Background: an optimization exercise with open tools, aiming at small area, a short achievable clock period and few clock cycles per item. Do not read the settings as production practice. RTL that was checked went through simulation tests only; none was proved equivalent to the original. Power is estimated from default activity; no workload was simulated.

==> 06-28: inputs <==
Design per_sensor_running_average_alarm, start of the top module:
module per_sensor_running_average_alarm (
    input  wire logic        i_clk,
    input  wire logic        i_rst_n,
    input  wire logic        i_in_valid,
    output logic             o_in_ready,
    input  wire logic [31:0] i_in_data,
    output logic             o_out_valid,
    input  wire logic        i_out_ready,
    output logic [33:0]      o_out_data,
    input  wire logic        i_cfg_we,
    input  wire logic        i_cfg_idx,
    input  wire logic [15:0] i_cfg_data
);
Settings: LEC_CHECK=0, CAP_MARGIN=20, CORE_MARGIN=2, CORE_UTILIZATION=50, CTS_CLUSTER_DIAMETER=70, CTS_CLUSTER_SIZE=28, PLACE_DENSITY=0.65, SETUP_SLACK_MARGIN=5.0, SLEW_MARGIN=20, SYNTH_MEMORY_MAX_BITS=16384; clock period 8.0 ns.
run.sh (not shown) runs the stock make flow with config.mk's settings and CLKGATE_MAP_FILE= SYNTH_SCRIPT=/design/flow/synth_recipe.tcl, a recipe that flattens the netlist after the stock synthesis.
==> 06-06 (differences from 06-28) <==
- CORE_UTILIZATION: 50 -> 58
- PLACE_DENSITY: 0.65 -> 0.7
- SETUP_SLACK_MARGIN: 5.0 -> 4.9
==> 08-08 (differences from 06-28) <==
--- a/flow/design.v
+++ b/flow/design.v
@@ -268,11 +268,10 @@
     end
     logic [15:0] q3, q5;
     logic        rnz3, rnz5;
     logic [15:0] quo6;
     logic        inc6;
-    logic [15:0] mean6;
     psra_quo3 u_quo3 (.i_sum(r6_sum[15:0]), .i_rin(r6_rin3), .o_quo(q3), .o_rnz(rnz3));
     psra_quo5 u_quo5 (.i_sum(r6_sum[15:0]), .i_rin(r6_rin5), .o_quo(q5), .o_rnz(rnz5));
     always_comb begin
         if (r6_n[0]) begin
             quo6 = r6_sum[15:0];
@@ -288,41 +287,44 @@
             inc6 = r6_sum[18] & rnz3;
         end else begin
             quo6 = q5;
             inc6 = r6_sum[18] & rnz5;
         end
-        mean6 = quo6 + 16'(inc6);
     end
     logic                    r7_v, r7_unk;
     logic [15:0]             r7_id;
-    logic signed [15:0]      r7_mean;
+    logic [15:0]             r7_quo;
+    logic                    r7_inc;
     always_ff @(posedge i_clk) begin
         if (!i_rst_n) begin
             r7_v <= 1'b0;
         end else if (i_en) begin
             r7_v <= r6_v;
         end
         if (i_en) begin
-            r7_unk  <= r6_unk;
-            r7_id   <= r6_id;
-            r7_mean <= mean6;
+            r7_unk <= r6_unk;
+            r7_id  <= r6_id;
+            r7_quo <= quo6;
+            r7_inc <= inc6;
         end
     end
-    logic [1:0] st7;
+    logic signed [15:0] mean7;
+    logic [1:0]         st7;
     always_comb begin
-        if (r7_mean < i_cold) begin
+        mean7 = r7_quo + 16'(r7_inc);
+        if (mean7 < i_cold) begin
             st7 = ST_COLD;
-        end else if (r7_mean > i_hot) begin
+        end else if (mean7 > i_hot) begin
             st7 = ST_HOT;
         end else begin
             st7 = ST_NORMAL;
         end
         o_v = r7_v;
         if (r7_unk) begin
             o_data = {r7_id, 16'h0000, ST_UNKNOWN};
         end else begin
-            o_data = {r7_id, r7_mean, st7};
+            o_data = {r7_id, mean7, st7};
         end
     end
 endmodule
 `default_nettype wire
 `default_nettype none
@@ -592,17 +594,19 @@
         sel    = r1_f ? r2_sel : (hit ? r1_m : free_e);
         unk    = r1_f ? r2_unk : (!hit && full_e);
         claim  = r1_v && !r1_f && !hit && !full_e;
     end
     always_ff @(posedge i_clk) begin
+        r2_sel <= ({SLOTS{en && r1_v}} & sel) | ({SLOTS{!en}} & r2_sel);
+    end
+    always_ff @(posedge i_clk) begin
         if (!i_rst_n) begin
             r2_v <= 1'b0;
         end else if (en) begin
             r2_v <= r1_v;
         end
         if (en) begin
-            r2_sel <= r1_v ? sel : '0;
             r2_new <= claim;
             r2_unk <= unk;
             r2_id  <= r1_id;
             r2_t   <= r1_t;
         end
- CORE_UTILIZATION: 50 -> 40
- PLACE_DENSITY: 0.65 -> unset
==> results.cfg <==
[status]
failed_checks = antenna rules
status = finished with violations

[detailed_routing]
wirelength_um = 872900
ant_nets = 1

[sta]
fin_ws_ns = 4.485
fin_crit_sh_pct = 43.94
min_period_ns = 3.515

[place]
dpl_cell_area_um2 = 233800

[hold_path]
min-delay-start = u_dp.r5_id[11]

[grt]
grt_use_met1_pct = 57.92

[power_and_ir_drop]
seq-power_mw = 34.3

[die]
taps = 5175

[final_layout]
n_sequential_cell = 5867

[setup_path]
crit_path_max_incr_delay_ns = 0.65
crit_chain = nor2b_1 -> a2111oi_2 -> nand4_1 -> a32oi_1 -> o2bb2ai_1 -> or4_4 -> nor3b_2 -> xor2_1
[end of results for 06-06]
==> results.cfg <==
[sta]
fin_ws_ns = 4.538
fin_crit_sh_pct = 43.27

[place]
dpl_cell_area_um2 = 234600

[status]
status = timing/DRC/antenna clean

[detailed_routing]
wirelength_um = 875300

[setup_path]
crit_path_max_incr_delay_ns = 0.87
crit_chain = a2111oi_0 -> a311o_1 -> a31oi_1 -> a31o_2 -> a21oi_1 -> or4_4 -> nor3b_4 -> xor2_1

[grt]
grt_use_met1_pct = 49.92

[die]
taps = 5952

[power_and_ir_drop]
seq-power_mw = 34.4
[end of results for 06-28]
==> results.cfg <==
[setup_path]
crit_chain = ha_4 -> nand2_2 -> o211ai_1 -> nand2_2 -> o211ai_1 -> a21o_1 -> mux2i_2 -> or4_1 -> nand4_1

[hold_path]
min-delay-start = u_dp.r4_n[3]

[grt]
grt_use_met1_pct = 39.83

[sta]
min_period_ns = 3.173
fin_crit_sh_pct = 39.66
fin_ws_ns = 4.827

[status]
status = timing/DRC/antenna clean

[detailed_routing]
wirelength_um = 859200

[power_and_ir_drop]
seq-power_mw = 34.3

[final_layout]
n_sequential_cell = 5868
[end of results for 08-08]
Testbench counts of 06-28, summed over its fixed seeds: cycles 16,064, items 16,000.
Testbench counts of 06-06, summed over its fixed seeds: cycles 16,064, items 16,000.
Testbench counts of 08-08, summed over its fixed seeds: cycles 16,064, items 16,000.


==> wip/indigo <==
per_sensor_running_average_alarm, a different RTL version from the one above (not shown whole).
Settings: LEC_CHECK=0, CAP_MARGIN=20, CORE_MARGIN=2, CORE_UTILIZATION=40, SLEW_MARGIN=20, SYNTH_MEMORY_MAX_BITS=16384; clock period 8.0 ns.
==> inputs of wip/ember, as changes to wip/indigo <==
--- a/flow/design.v
+++ b/flow/design.v
@@ -20,44 +20,45 @@
     input  wire logic                 i_clk,
     input  wire logic                 i_rst_n,
     input  wire logic                 i_en,
     input  wire logic [15:0]          i_id,
     output logic      [SLOTS-1:0]     o_eq,
     output logic      [SLOTS-1:0]     o_free,
     output logic                      o_full,
-    input  wire logic                 i_claim,
-    input  wire logic [15:0]          i_claim_id,
+    output logic                      o_full1,
     input  wire logic [SLOTS-1:0]     i_upd,
     input  wire logic                 i_upd_new,
+    input  wire logic [15:0]          i_upd_id,
     input  wire logic [15:0]          i_upd_t,
     output logic      [16*KEEP-1:0]   o_rd_s,
     output logic      [2:0]           o_rd_c
 );
     logic [15:0]        r_tid  [SLOTS];
     logic [16*KEEP-1:0] r_samp [SLOTS];
     logic [2:0]         r_cnt  [SLOTS];
     logic [SLOTS-1:0]   r_used;
     always_comb begin
         for (int i = 0; i < SLOTS; i++) begin
             o_eq[i]   = r_used[i] && (r_tid[i] == i_id);
             o_free[i] = !r_used[i] && (i == 0 || r_used[(i == 0) ? 0 : i - 1]);
         end
-        o_full = r_used[SLOTS-1];
+        o_full  = r_used[SLOTS-1];
+        o_full1 = r_used[SLOTS-2];
     end
     always_ff @(posedge i_clk) begin
         if (!i_rst_n) begin
             r_used <= '0;
-        end else if (i_en && i_claim) begin
+        end else if (i_en && i_upd_new) begin
             r_used <= {r_used[SLOTS-2:0], 1'b1};
         end
     end
     for (genvar i = 0; i < SLOTS; i++) begin : g_slot
         always_ff @(posedge i_clk) begin
-            if (i_en && i_claim && o_free[i]) begin
-                r_tid[i] <= i_claim_id;
+            if (i_en && i_upd_new && i_upd[i]) begin
+                r_tid[i] <= i_upd_id;
             end
             if (i_en && i_upd[i]) begin
                 r_samp[i] <= {r_samp[i][16*(KEEP-1)-1:0], i_upd_t};
                 if (i_upd_new) begin
                     r_cnt[i] <= 3'd1;
                 end else if (r_cnt[i] != 3'(KEEP)) begin
                     r_cnt[i] <= r_cnt[i] + 3'd1;
@@ -151,55 +152,76 @@
     input  wire logic signed [15:0]  i_hot,
     output logic                     o_v,
     output logic [33:0]              o_data
 );
     logic                    r3_v, r3_unk;
     logic [15:0]             r3_id, r3_t;
     logic [16*KEEP-1:0]      r3_s;
-    logic [2:0]              r3_c;
+    logic [KEEP-1:0]         r3_m;       
+    logic [4:0]              r3_n;       
     always_ff @(posedge i_clk) begin
         if (!i_rst_n) begin
             r3_v <= 1'b0;
         end else if (i_en) begin
             r3_v <= i_v;
         end
         if (i_en) begin
             r3_unk <= i_unk;
             r3_id  <= i_id;
             r3_t   <= i_t;
             r3_s   <= i_s;
-            r3_c   <= i_c;
+            for (int k = 0; k < KEEP; k++) begin
+                r3_m[k] <= (i_c > 3'(k));
+            end
+            for (int k = 0; k < 5; k++) begin
+                r3_n[k] <= (i_c == 3'(k));
+            end
         end
     end
-    logic signed [SUM_W-1:0] sum3;
-    logic        [2:0]       n3;
+    logic [SUM_W-1:0] op3 [5];
+    logic [SUM_W-1:0] sa, ca, sb, cb, sc, cc;
+    logic [SUM_W-1:0] sum3;
     always_comb begin
-        sum3 = SUM_W'($signed(r3_t));
+        logic [SUM_W-1:0] g, p, x;
+        op3[4] = SUM_W'($signed(r3_t));
         for (int k = 0; k < KEEP; k++) begin
-            if (r3_c > 3'(k)) begin
-                sum3 = sum3 + SUM_W'($signed(r3_s[16*k +: 16]));
+            op3[k] = r3_m[k] ? SUM_W'($signed(r3_s[16*k +: 16])) : '0;
+        end
+        sa = op3[0] ^ op3[1] ^ op3[2];
+        ca = ((op3[0] & op3[1]) | (op3[0] & op3[2]) | (op3[1] & op3[2])) << 1;
+        sb = sa ^ ca ^ op3[3];
+        cb = ((sa & ca) | (sa & op3[3]) | (ca & op3[3])) << 1;
+        sc = sb ^ cb ^ op3[4];
+        cc = ((sb & cb) | (sb & op3[4]) | (cb & op3[4])) << 1;
+        g = sc & cc;
+        p = sc ^ cc;
+        x = p;
+        for (int d = 1; d < SUM_W; d = d * 2) begin
+            for (int j = SUM_W - 1; j >= d; j--) begin
+                g[j] = g[j] | (p[j] & g[j - d]);
+                p[j] = p[j] & p[j - d];
             end
         end
-        n3 = r3_c + 3'd1;
+        sum3 = x ^ {g[SUM_W-2:0], 1'b0};
     end
     logic                    r4_v, r4_unk;
     logic [15:0]             r4_id;
     logic [SUM_W-1:0]        r4_sum;
-    logic [2:0]              r4_n;
+    logic [4:0]              r4_n;
     always_ff @(posedge i_clk) begin
         if (!i_rst_n) begin
             r4_v <= 1'b0;
         end else if (i_en) begin
             r4_v <= r3_v;
         end
         if (i_en) begin
             r4_unk <= r3_unk;
             r4_id  <= r3_id;
             r4_sum <= sum3;
-            r4_n   <= n3;
+            r4_n   <= r3_n;
         end
     end
     function automatic logic [6:0] div_step(input logic [4:0] r, input logic [1:0] bb,
                                             input logic is5);
         logic [4:0] nr;
         logic [1:0] q;
         nr = '0;
@@ -220,15 +242,15 @@
         div_step = {q, nr};
     endfunction
     logic       is5_4;
     logic [4:0] rem4 [5];
     logic [7:0] qhi4;
     always_comb begin
         logic [6:0] st;
-        is5_4 = (r4_n == 3'd5);
+        is5_4 = r4_n[4];
         rem4[0] = '0;
         case (r4_sum[18:16])
             3'b000: rem4[0][0] = 1'b1;
             3'b001: rem4[0][1] = 1'b1;
             3'b010: rem4[0][2] = 1'b1;
             3'b011: rem4[0][is5_4 ? 3 : 0] = 1'b1;
             3'b100: rem4[0][is5_4 ? 1 : 2] = 1'b1;    
@@ -241,15 +263,15 @@
             rem4[j + 1] = st[4:0];
             qhi4[7 - 2 * j -: 2] = st[6:5];
         end
     end
     logic                    r5_v, r5_unk;
     logic [15:0]             r5_id;
     logic [SUM_W-1:0]        r5_sum;
-    logic [2:0]              r5_n;
+    logic [4:0]              r5_n;
     logic [4:0]              r5_rem;
     logic [7:0]              r5_qhi;
     always_ff @(posedge i_clk) begin
         if (!i_rst_n) begin
             r5_v <= 1'b0;
         end else if (i_en) begin
             r5_v <= r4_v;
@@ -267,36 +289,31 @@
     logic [7:0]  qlo5;
     logic [15:0] quo5;
     logic        inc5;
     always_comb begin
         logic [6:0] st;
         rem5[0] = r5_rem;
         for (int j = 0; j < 4; j++) begin
-            st = div_step(rem5[j], r5_sum[7 - 2 * j -: 2], r5_n == 3'd5);
+            st = div_step(rem5[j], r5_sum[7 - 2 * j -: 2], r5_n[4]);
             rem5[j + 1] = st[4:0];
             qlo5[7 - 2 * j -: 2] = st[6:5];
         end
-        case (r5_n)
-            3'd1: begin
-                quo5 = r5_sum[15:0];
-                inc5 = 1'b0;
-            end
-            3'd2: begin
-                quo5 = r5_sum[16:1];
-                inc5 = r5_sum[18] & r5_sum[0];
-            end
-            3'd4: begin
-                quo5 = r5_sum[17:2];
-                inc5 = r5_sum[18] & (|r5_sum[1:0]);
-            end
-            default: begin
-                quo5 = {r5_qhi, qlo5};
-                inc5 = r5_sum[18] & !rem5[4][0];
-            end
-        endcase
+        if (r5_n[0]) begin
+            quo5 = r5_sum[15:0];
+            inc5 = 1'b0;
+        end else if (r5_n[1]) begin
+            quo5 = r5_sum[16:1];
+            inc5 = r5_sum[18] & r5_sum[0];
+        end else if (r5_n[3]) begin
+            quo5 = r5_sum[17:2];
+            inc5 = r5_sum[18] & (|r5_sum[1:0]);
+        end else begin
+            quo5 = {r5_qhi, qlo5};
+            inc5 = r5_sum[18] & !rem5[4][0];
+        end
     end
     logic                    r6_v, r6_unk;
     logic [15:0]             r6_id;
     logic [15:0]             r6_quo;
     logic                    r6_inc;
     always_ff @(posedge i_clk) begin
         if (!i_rst_n) begin
@@ -345,15 +362,18 @@
     input  wire logic        i_cfg_we,
     input  wire logic        i_cfg_idx,
     input  wire logic [15:0] i_cfg_data
 );
     logic               hold;
     logic               en;
     logic [SLOTS-1:0]   eq, free;
-    logic               full;
+    logic               full, full1;
+    logic [SLOTS-1:0]   free_e;
+    logic               full_e;
+    logic               fwd2;
     logic [16*KEEP-1:0] rd_s;
     logic [2:0]         rd_c;
     logic               res_v;
     logic [33:0]        res_data;
     logic signed [15:0] r_cold, r_hot;
     logic               r1_v, r1_f;
     logic [15:0]        r1_id, r1_t;
@@ -368,40 +388,43 @@
         .i_clk      (i_clk),
         .i_rst_n    (i_rst_n),
         .i_en       (en),
         .i_id       (i_in_data[31:16]),
         .o_eq       (eq),
         .o_free     (free),
         .o_full     (full),
-        .i_claim    (claim),
-        .i_claim_id (r1_id),
+        .o_full1    (full1),
         .i_upd      (r2_sel),
         .i_upd_new  (r2_new),
+        .i_upd_id   (r2_id),
         .i_upd_t    (r2_t),
         .o_rd_s     (rd_s),
         .o_rd_c     (rd_c)
     );
+    assign fwd2 = r2_v && r2_new && (r2_id == i_in_data[31:16]);
     always_ff @(posedge i_clk) begin
         if (!i_rst_n) begin
             r1_v <= 1'b0;
         end else if (en) begin
             r1_v <= i_in_valid;
         end
         if (en) begin
             r1_id <= i_in_data[31:16];
             r1_t  <= i_in_data[15:0];
-            r1_m  <= eq;
+            r1_m  <= eq | (fwd2 ? r2_sel : '0);
             r1_f  <= r1_v && (r1_id == i_in_data[31:16]);
         end
     end
     always_comb begin
-        hit   = |r1_m;
-        sel   = r1_f ? r2_sel : (hit ? r1_m : free);
-        unk   = r1_f ? r2_unk : (!hit && full);
-        claim = r1_v && !r1_f && !hit && !full;
+        free_e = r2_new ? {free[SLOTS-2:0], 1'b0} : free;
+        full_e = r2_new ? full1 : full;
+        hit    = |r1_m;
+        sel    = r1_f ? r2_sel : (hit ? r1_m : free_e);
+        unk    = r1_f ? r2_unk : (!hit && full_e);
+        claim  = r1_v && !r1_f && !hit && !full_e;
     end
     always_ff @(posedge i_clk) begin
         if (!i_rst_n) begin
             r2_v <= 1'b0;
         end else if (en) begin
             r2_v <= r1_v;
         end
- SETUP_SLACK_MARGIN: unset -> 4.8
==> summary.txt <==
- wip/indigo passed the timing, design-rule and antenna checks. wip/ember ran to the end with no violations.
- Against wip/indigo, the clock skew of wip/ember is higher by 0.0039 ns.
- Of wip/ember and wip/indigo, wip/indigo has the higher clock-buffer cell count (gap 21).
- Between wip/ember and wip/indigo, the lower non-clock buffer count is in wip/indigo (gap 171).
- In wip/indigo the global-route usage is lower than in wip/ember, by 0.28 points.
- Of wip/ember and wip/indigo, wip/ember has the higher worst setup slack (gap 2.7 ns).
- In wip/indigo the synthesized cell count is larger than in wip/ember, by about 1.3%.
- Against wip/ember, the sequential share of layout area of wip/indigo is higher by 0.52 points.
- In clock power, wip/ember and wip/indigo hardly differ.
- In area after synthesis, wip/indigo and wip/ember hardly differ.
- Between wip/indigo and wip/ember, the lower hold slack is in wip/ember (gap 0.0096 ns).
- Against wip/ember, the total power of wip/indigo is higher by 0.37%.
==> figures <==
metric	wip/indigo	wip/ember
Total chip power	65.9 mW	65.7 mW
Vias in the first global route	134k	135k
Final area over synthesized area	1.138x	1.150x
Total number of vias	142k	143k
Dpl cell area	240000 µm²	239000 µm²
Power attributed to the clock group	27.9 mW	27.8 mW
Share of the synthesized area in the top cell type	0.762	0.764
Setup repair after global routing missed its margin	false	true
Final setup slack of the worst path	0.615 ns	3.27 ns
Number of enable-type register cells in the synthesized netlist	5800	5807
Simple-Gate Fraction of Synth Area	0.0457	0.0449
Sequential cell count	5905	5912
Clock latency reported for the late side of the worst-skew pair	1.12 ns	1.16 ns
Signal buffers	519	690
Reg area	176000 µm²	176000 µm²
Run status	timing/DRC/antenna clean	timing/DRC/antenna clean
# diodes	36	24
Register bit total from synthesis	5905	5912
Pin count of the biggest net entering global routing	163	111
CLK BUF	794	773
Critical Path Source	u_dp.r3_t[0]$_DFFE_PN_	u_dp.r3_m[1]$_DFFE_PN_
Proportion of power drawn by the clock network	0.423	0.424
Data arrival, critical path	8.22 ns	5.58 ns
Testbench counts of wip/indigo, summed over its fixed seeds: cycles 16,056, items 16,000.
The RTL of wip/ember was laid out without a check of its function.

re-timing with driven ports:
No port has a modelled driver above. Below, the same layouts with a new extraction and two added sets of constraints. Step 1, drivers: a clkbuf_16 drives i_clk and a buf_2 each remaining input, both assumed. Step 2 moves the port delays by t, midway between the first and last clock arrival at a register: inputs arrive t later, outputs are due t later. That takes back most of the time a late clock gives input paths. a / b / c = ideal / step 1 / step 2; a / b = the first two.
run | t (ns) | setup slack, ns | worst hold slack (ns)
06-28 | 1.152 | 4.538 / 4.538 / 3.889 | 0.383 / 0.383 / 0.383
06-06 | 1.095 | 4.485 / 4.485 / 3.921 | 0.414 / 0.414 / 0.414
08-08 | 1.171 | 4.827 / 4.722 / 3.752 | 0.396 / 0.396 / 0.396
wip/indigo | 1.152 | 0.615 / 0.615 / 0.615 | 0.342 / 0.342 / 0.342
wip/ember | 1.231 | 3.269 / 3.269 / 3.269 | 0.332 / 0.332 / 0.332
The setup slack of 08-08, which loses most, moves by -0.105 ns with the drivers and by -1.075 ns with both steps.
